What follows belongs to an exercise in optimizing a design on an open flow for small area, a short achievable clock period and few clock cycles per item; a production flow would make more cautious choices.
RTL that was checked went through simulation tests only; none was proved equivalent to the original.
Power and IR drop assume default switching activity.

v6:
Design modred_top, start of the top module:
module modred_top (
  input  logic              clk_i,
  input  logic              rst_ni,
  input  logic              psel_i,
  input  logic              penable_i,
  input  logic              pwrite_i,
  input  logic [11:0]       paddr_i,
  input  modred_pkg::word_t pwdata_i,
  output modred_pkg::word_t prdata_o,
  output logic              pready_o,
  output logic              pslverr_o
);
  localparam int ROW_W = 4;
  localparam int NROWS = 64 / ROW_W;
  localparam int PTR_W = $clog2(NROWS);
  localparam int IO_ST = 0;
  logic [PTR_W-1:0]                 ptr;
  logic [ROW_W-1:0][32-1:0] last_row;
  logic [ROW_W-1:0]                 tag_v;
  logic [ROW_W-1:0][3:0]            tag_k;
  logic [ROW_W-1:0]                 tag_kind;
  logic [ROW_W-1:0]                 wr_en;
  modred_pkg::word_t                wr_data;
  modred_apb_regs #(
    .ROW_W (ROW_W),
    .NROWS (NROWS),
    .IO_ST (IO_ST)
  ) u_regs (
    .clk_i      (clk_i),
    .rst_ni     (rst_ni),
    .psel_i     (psel_i),
    .penable_i  (penable_i),
    .pwrite_i   (pwrite_i),
    .paddr_i    (paddr_i),
    .pwdata_i   (pwdata_i),
    .prdata_o   (prdata_o),
    .pready_o   (pready_o),
    .pslverr_o  (pslverr_o),
    .ptr_i      (ptr),
    .last_row_i (last_row),
    .tag_v_o    (tag_v),
    .tag_k_o    (tag_k),
    .tag_kind_o (tag_kind),
    .wr_en_o    (wr_en),
    .wr_data_o  (wr_data)
  );
  modred_shared_mem #(
    .ROW_W (ROW_W),
    .NROWS (NROWS),
    .IO_ST (IO_ST)
  ) u_mem (
    .clk_i      (clk_i),
    .tag_v_i    (tag_v),
    .tag_k_i    (tag_k),
    .tag_kind_i (tag_kind),
    .wr_en_i    (wr_en),
    .wr_data_i  (wr_data),
    .ptr_o      (ptr),
    .last_row_o (last_row)
  );
endmodule
Settings: LEC_CHECK=0, ABC_CLOCK_PERIOD_IN_PS=3500, CAP_MARGIN=20, CORE_MARGIN=2, CORE_UTILIZATION=60, CTS_CLUSTER_SIZE=30, PLACE_DENSITY=0.7, SETUP_SLACK_MARGIN=5, SLEW_MARGIN=20; clock period 10.0 ns.
run.sh (not shown) runs the stock make flow with config.mk's settings and CLKGATE_MAP_FILE= SYNTH_SCRIPT=/design/flow/synth_recipe.tcl, a recipe that flattens the netlist after the stock synthesis.
Modified inputs, v7 compared to v6
diff --git a/flow/design.v b/flow/design.v
--- a/flow/design.v
+++ b/flow/design.v
@@ -521,32 +521,31 @@
     end
   end
   always_ff @(posedge clk_i) begin
     pready_q  <= setup ? !is_mem : hit;
     pslverr_q <= setup && !is_mem && reg_err;
     prdata_q  <= setup ? reg_rdata : last_row_i[mem_word_q];
   end
   assign prdata_o  = prdata_q;
   assign pready_o  = pready_q;
   assign pslverr_o = pslverr_q;
-  logic [PTR_W-1:0] first_row;    
-  assign first_row = ptr_i + 1'b1;
+  logic [PTR_W-1:0] last_pre_q [0:1];
   logic [PTR_W-1:0] rf    [0:1];
   logic [PTR_W:0]   rspan [0:1];
   logic [WRD_W-1:0] fb    [0:1];
   logic [WRD_W-1:0] lw    [0:1];
   always_comb begin
-    logic [6:0] cnt;
-    logic [6:0] endw;
+    logic [5:0] cm1;      
+    logic [6:0] endw;     
     for (int e = 0; e < 2; e++) begin
-      cnt      = (count_q[e][8:6] != 3'd0) ? 7'd64 : {1'b0, count_q[e][5:0]};
-      endw     = 7'(base_q[e][WRD_W-1:0]) + cnt - 7'd1;
+      cm1      = (count_q[e][8:6] != 3'd0) ? 6'd63 : (count_q[e][5:0] - 6'd1);
+      endw     = {1'b0, cm1} + 7'(base_q[e][WRD_W-1:0]);
       rf[e]    = base_q[e][6-1:WRD_W];
       fb[e]    = base_q[e][WRD_W-1:0];
       lw[e]    = endw[WRD_W-1:0];
       rspan[e] = endw[WRD_W+PTR_W:WRD_W];
     end
   end
   function automatic logic [PTR_W-1:0] last_row_of(input logic [PTR_W-1:0] f,
                                                    input logic [PTR_W:0] span,
                                                    input logic [PTR_W-1:0] h);
     logic [PTR_W-1:0] off;
@@ -566,21 +565,21 @@
         kind_q[e]  <= 1'b0;
         base_q[e]  <= '0;
         count_q[e] <= '0;
         last_q[e]  <= '0;
       end
     end else begin
       for (int e = 0; e < 2; e++) begin
         if (start[e]) begin
           busy_q[e] <= (count_q[e] != 9'd0);
           done_q[e] <= (count_q[e] == 9'd0);
-          last_q[e] <= last_row_of(rf[e], rspan[e], first_row);
+          last_q[e] <= last_pre_q[e];
         end else if (busy_q[e] && entry_row == last_q[e]) begin
           busy_q[e] <= 1'b0;
           done_q[e] <= 1'b1;
         end
         if (cfg_we[e]) begin
           k_q[e]    <= wr_k;
           kind_q[e] <= pwdata_i[8];
         end
         if (base_we[e]) begin
           base_q[e] <= pwdata_i[6-1:0];
@@ -620,30 +619,32 @@
         for (int i = 0; i < ROW_W; i++) begin
           pre_in_d[e][i] = in_rows && (!is_first || WRD_W'(i) >= fb[e]) &&
                            (!is_last || WRD_W'(i) <= lw[e]);
         end
       end
     end
   end
   always_ff @(posedge clk_i) begin
     pre_in0_q <= pre_in_d[0];
     pre_in1_q <= pre_in_d[1];
+    for (int e = 0; e < 2; e++) begin
+      last_pre_q[e] <= last_row_of(rf[e], rspan[e], PTR_W'(ptr_i + 2'd2));
+    end
   end
   always_comb begin
-    logic in0;
-    logic in1;
+    logic sel0;
     for (int i = 0; i < ROW_W; i++) begin
-      in0 = (busy_q[0] || start[0]) && pre_in0_q[i];
-      in1 = (busy_q[1] || start[1]) && pre_in1_q[i];
-      tag_v_o[i]    = in0 || in1;
-      tag_k_o[i]    = in0 ? k_q[0][3:0] : k_q[1][3:0];
-      tag_kind_o[i] = in0 ? kind_q[0] : kind_q[1];
+      sel0          = pre_in0_q[i] && (!pre_in1_q[i] || busy_q[0] || (!busy_q[1] && !esel));
+      tag_v_o[i]    = (pre_in0_q[i] && (busy_q[0] || start[0])) ||
+                      (pre_in1_q[i] && (busy_q[1] || start[1]));
+      tag_k_o[i]    = sel0 ? k_q[0][3:0] : k_q[1][3:0];
+      tag_kind_o[i] = sel0 ? kind_q[0] : kind_q[1];
     end
   end
 endmodule
 `timescale 1ns/1ns
 module modred_top (
   input  logic              clk_i,
   input  logic              rst_ni,
   input  logic              psel_i,
   input  logic              penable_i,
   input  logic              pwrite_i,
[summary]
- v7: no failed stages, no open violations at the end
- Per the comparison of v7 with v6, detailed placement HPWL rose 1.1%; global-route usage over all layers about even.
- Compared with v6, overall routed net length in v7 increased slightly.
- Comparing v6 with v7, the standard cell area after detailed placement came out essentially unchanged.
- Time the worst path needs with I/O delays and setup: v7 vs v6 down 0.15 ns
Testbench counts of v7, summed over its fixed seeds: cycles 3,884, words 5,120.
For v6, only the layout was checked, not whether the RTL still works.

== rev 12 ==
modred_top, a different RTL version from the one above (not shown whole).
For scale: ~7600 cells after synthesis, about 2400 flip-flops.
clock: 10.0 ns
lec_check: 0
abc_clock_period_in_ps: 3500
cap_margin: 20
core_margin: 2
core_utilization: 60
place_density: 0.7
slew_margin: 20
standard.sh (not shown) runs the stock make flow with config.mk's settings and CLKGATE_MAP_FILE= SYNTH_SCRIPT=/design/flow/synth_recipe.tcl, a recipe that flattens the netlist after the stock synthesis.
==> flow/flow/run.sh <==
#!/bin/bash
# Own layout flow: the standard ORFS flow (standard.sh, so the standard
# synthesis unchanged) with three differences in how the layout is made:
#  - timing repair aims for setup slack of SETUP_SLACK_MARGIN ns beyond the
#    10 ns constraint, so cells on the longest paths get sized up;
#  - ports are buffered with sky130_fd_sc_hd__buf_2 rather than the smallest
#    buffer ORFS picks (a delay cell);
#  - clock tree synthesis adds no dummy loads for balancing.
# The clock period, SDC and all checks are the design's. make's output goes to
# flow_make.log here; each ORFS step writes its own full log under orfs/logs/.
set -euo pipefail
export SETUP_SLACK_MARGIN=6.8
export BUFFER_PORTS_ARGS="-buffer_cell sky130_fd_sc_hd__buf_2"
export CTS_ARGS="-sink_clustering_enable -repair_clock_nets -dont_use_dummy_load -sink_clustering_size 30"
bash standard.sh finish > flow_make.log 2>&1
Testbench counts of rev 12, summed over its fixed seeds: cycles 3,722, words 5,120.
Input-level comparison between rev 13 and rev 12:
--- a/flow/design.v
+++ b/flow/design.v
@@ -13,23 +13,23 @@
   parameter int IO_ST = 0      
 ) (
   input  logic                          clk_i,
   input  logic [ROW_W-1:0]              tag_v_i,      
   input  logic [ROW_W-1:0][3:0]         tag_k_i,
   input  logic [ROW_W-1:0]              tag_kind_i,
   input  logic [ROW_W-1:0]              wr_en_i,      
   input  modred_pkg::word_t             wr_data_i,
   output logic [PTR_W-1:0]              ptr_o,
   output logic [ROW_W-1:0][32-1:0] last_row_o  
 );
-  localparam int FIRST_PLAIN = 6;
+  localparam int FIRST_PLAIN = 7;
   logic [PTR_W-1:0]                    ptr_q;
   logic [ROW_W-1:0][32-1:0]    head_q;
   logic [ROW_W-1:0]                    head_v_q;
   logic [ROW_W-1:0][3:0]               head_k_q;
   logic [ROW_W-1:0]                    head_kind_q;
   logic [ROW_W-1:0][32-1:0]    red;
   logic [ROW_W-1:0][32-1:0]    row_q [FIRST_PLAIN:NROWS-1];
   always_ff @(posedge clk_i) begin
     ptr_q <= ptr_q + 1'b1;
   end
   for (genvar i = 0; i < ROW_W; i++) begin : g_word
@@ -267,64 +267,73 @@
   assign c_six = (s4_kc == 4'd3);
   assign c_on  = s4_v && (s4_kc == 4'd2 || s4_kc == 4'd3);
   assign c_hi  = c_six ? s4_x[11:6] : {2'b00, s4_x[7:4]};
   assign c_lo  = c_six ? s4_x[5:0] : {2'b00, s4_x[3:0]};
   modred_add #(.W(6)) u_add_c (
     .a_i (c_lo),
     .b_i (c_hi),
     .ci_i(s4_c),
     .s_o (c_s),
     .co_o(c_co)
   );
-  logic [5:0]  c_v;
-  logic        c_c;
-  logic [2:0]  c_shi;
-  logic [3:0]  c_slo;
-  assign c_v   = c_six ? c_s : {2'b00, c_s[3:0]};
-  assign c_c   = c_six ? c_co : c_s[4];
-  assign c_shi = c_six ? c_v[5:3] : {1'b0, c_v[3:2]};
-  assign c_slo = (c_six ? {1'b0, c_v[2:0]} : {2'b00, c_v[1:0]}) + {3'd0, c_c};
+  logic [31:0] s5_x;
+  logic        s5_c;
+  logic        s5_v;
+  logic [3:0]  s5_kc;
+  logic        s5_kind;
+  always_ff @(posedge clk_i) begin
+    if (c_on) begin
+      s5_x <= c_six ? {26'd0, c_s} : {28'd0, c_s[3:0]};
+      s5_c <= c_six ? c_co : c_s[4];
+    end else begin
+      s5_x <= s4_x;
+      s5_c <= s4_c;
+    end
+    s5_v    <= s4_v;
+    s5_kc   <= s4_kc;
+    s5_kind <= s4_kind;
+  end
   logic [3:0]  d_kc;
   logic [3:0]  d_sh;
   logic [29:0] d_t1;
   logic [29:0] d_t2;
   logic [29:0] d_t3;
   logic [15:0] d_hi;
   logic [15:0] d_lo;
   logic [15:0] d_loi;
   logic        d_loco;
-  assign d_kc = s4_v ? s4_kc : 4'd0;
+  assign d_kc = s5_v ? s5_kc : 4'd0;
   assign d_sh = d_kc - 4'd2;            
-  assign d_t1 = d_sh[0] ? {1'b0, s4_x[31:3]} : s4_x[31:2];
+  assign d_t1 = d_sh[0] ? {1'b0, s5_x[31:3]} : s5_x[31:2];
   assign d_t2 = d_sh[1] ? {2'b00, d_t1[29:2]} : d_t1;
   assign d_t3 = d_sh[2] ? {4'h0, d_t2[29:4]} : d_t2;
   assign d_hi = d_sh[3] ? d_t3[23:8] : d_t3[15:0];
-  assign d_lo = s4_x[15:0] & kmask(d_kc);
+  assign d_lo = s5_x[15:0] & kmask(d_kc);
   modred_add #(.W(16)) u_inc_d (
     .a_i (d_lo),
     .b_i (16'd0),
-    .ci_i(s4_c),
+    .ci_i(s5_c),
     .s_o (d_loi),
     .co_o(d_loco)
   );
   logic [15:0] s6_hi;
   logic [16:0] s6_lo;    
   logic        s6_v;
   logic [3:0]  s6_kc;
   logic        s6_kind;
   always_ff @(posedge clk_i) begin
-    s6_hi   <= c_on ? {13'd0, c_shi} : d_hi;
-    s6_lo   <= c_on ? {13'd0, c_slo} : {d_loco, d_loi};
-    s6_v    <= s4_v;
-    s6_kc   <= s4_kc;
-    s6_kind <= s4_kind;
+    s6_hi   <= d_hi;
+    s6_lo   <= {d_loco, d_loi};
+    s6_v    <= s5_v;
+    s6_kc   <= s5_kc;
+    s6_kind <= s5_kind;
   end
   logic [17:0] d2_s;
   logic        d2_co;
   modred_add #(.W(18)) u_add_d (
     .a_i ({1'b0, s6_lo}),
     .b_i ({2'b00, s6_hi} ^ {18{s6_kind}}),
     .ci_i(s6_kind),
     .s_o (d2_s),
     .co_o(d2_co)
   );
   logic [31:0] s7_x;
## What came out
Lower total stage count of the critical path was reported by rev 13, not rev 12.
| core utilization | rev 13 vs rev 12 | ≈ equal |
Delta (rev 13 minus rev 12): total power has increased; switching power summed over all nets grew by about 2%; synthesized area went up about 0.9%.
Post-CTS setup buffer count (higher): rev 12
Diff rev 12 -> rev 13: final critical delay including setup and external delays now sits higher; largest fanout of any net on the critical path now sits at about the same level; met1 global-route usage now sits lower; total length of routed met3 wires now sits higher.
Higher portion of total power attributed to sequential cells was reported by rev 12, not rev 13.
After synthesis and placement, the instance count of rev 13 is above that of rev 12.
Testbench counts of rev 13, summed over its fixed seeds: cycles 3,722, words 5,120.

afterwards: timing with drivers on the ports:
In the flow no input, the clock included, has a driving cell. The finished layouts below were timed again as built, in two steps. Step 1 (the two cells are an assumption about what drives the block):
set clk [get_ports {clk_i}]
set_driving_cell -lib_cell sky130_fd_sc_hd__clkbuf_16 $clk
set_driving_cell -lib_cell sky130_fd_sc_hd__buf_2 [delete_from_list [all_inputs] $clk]
Step 2 adds t to the input delays and takes it off the output delays; t is the mean of the earliest and latest rising clock arrival at the registers after step 1. Input paths then give back, and output paths get back, about the clock's delay inside the block. a / b / c = no drivers / after step 1 / after step 2; a / b = the first two.
| run | t, ns | slack for setup (ns) | slew at the worst register clock pin (ns) | cell pins on the clock port's net |
|---|---|---|---|---|
| v6 | 0.896 | 5.221 / 5.272 / 4.376 | 0.07 / 0.07 | 1 |
| v7 | 0.895 | 5.374 / 5.410 / 4.524 | 0.07 / 0.07 | 1 |
| rev 12 | 0.894 | 6.563 / 6.563 / 5.799 | 0.07 / 0.07 | 1 |
| rev 13 | 0.876 | 6.539 / 6.585 / 5.709 | 0.07 / 0.07 | 1 |
After both steps setup and hold are still met in every run listed. For v7, which loses most, drivers alone change the setup slack by +0.036 ns; drivers and shift together by -0.850 ns.
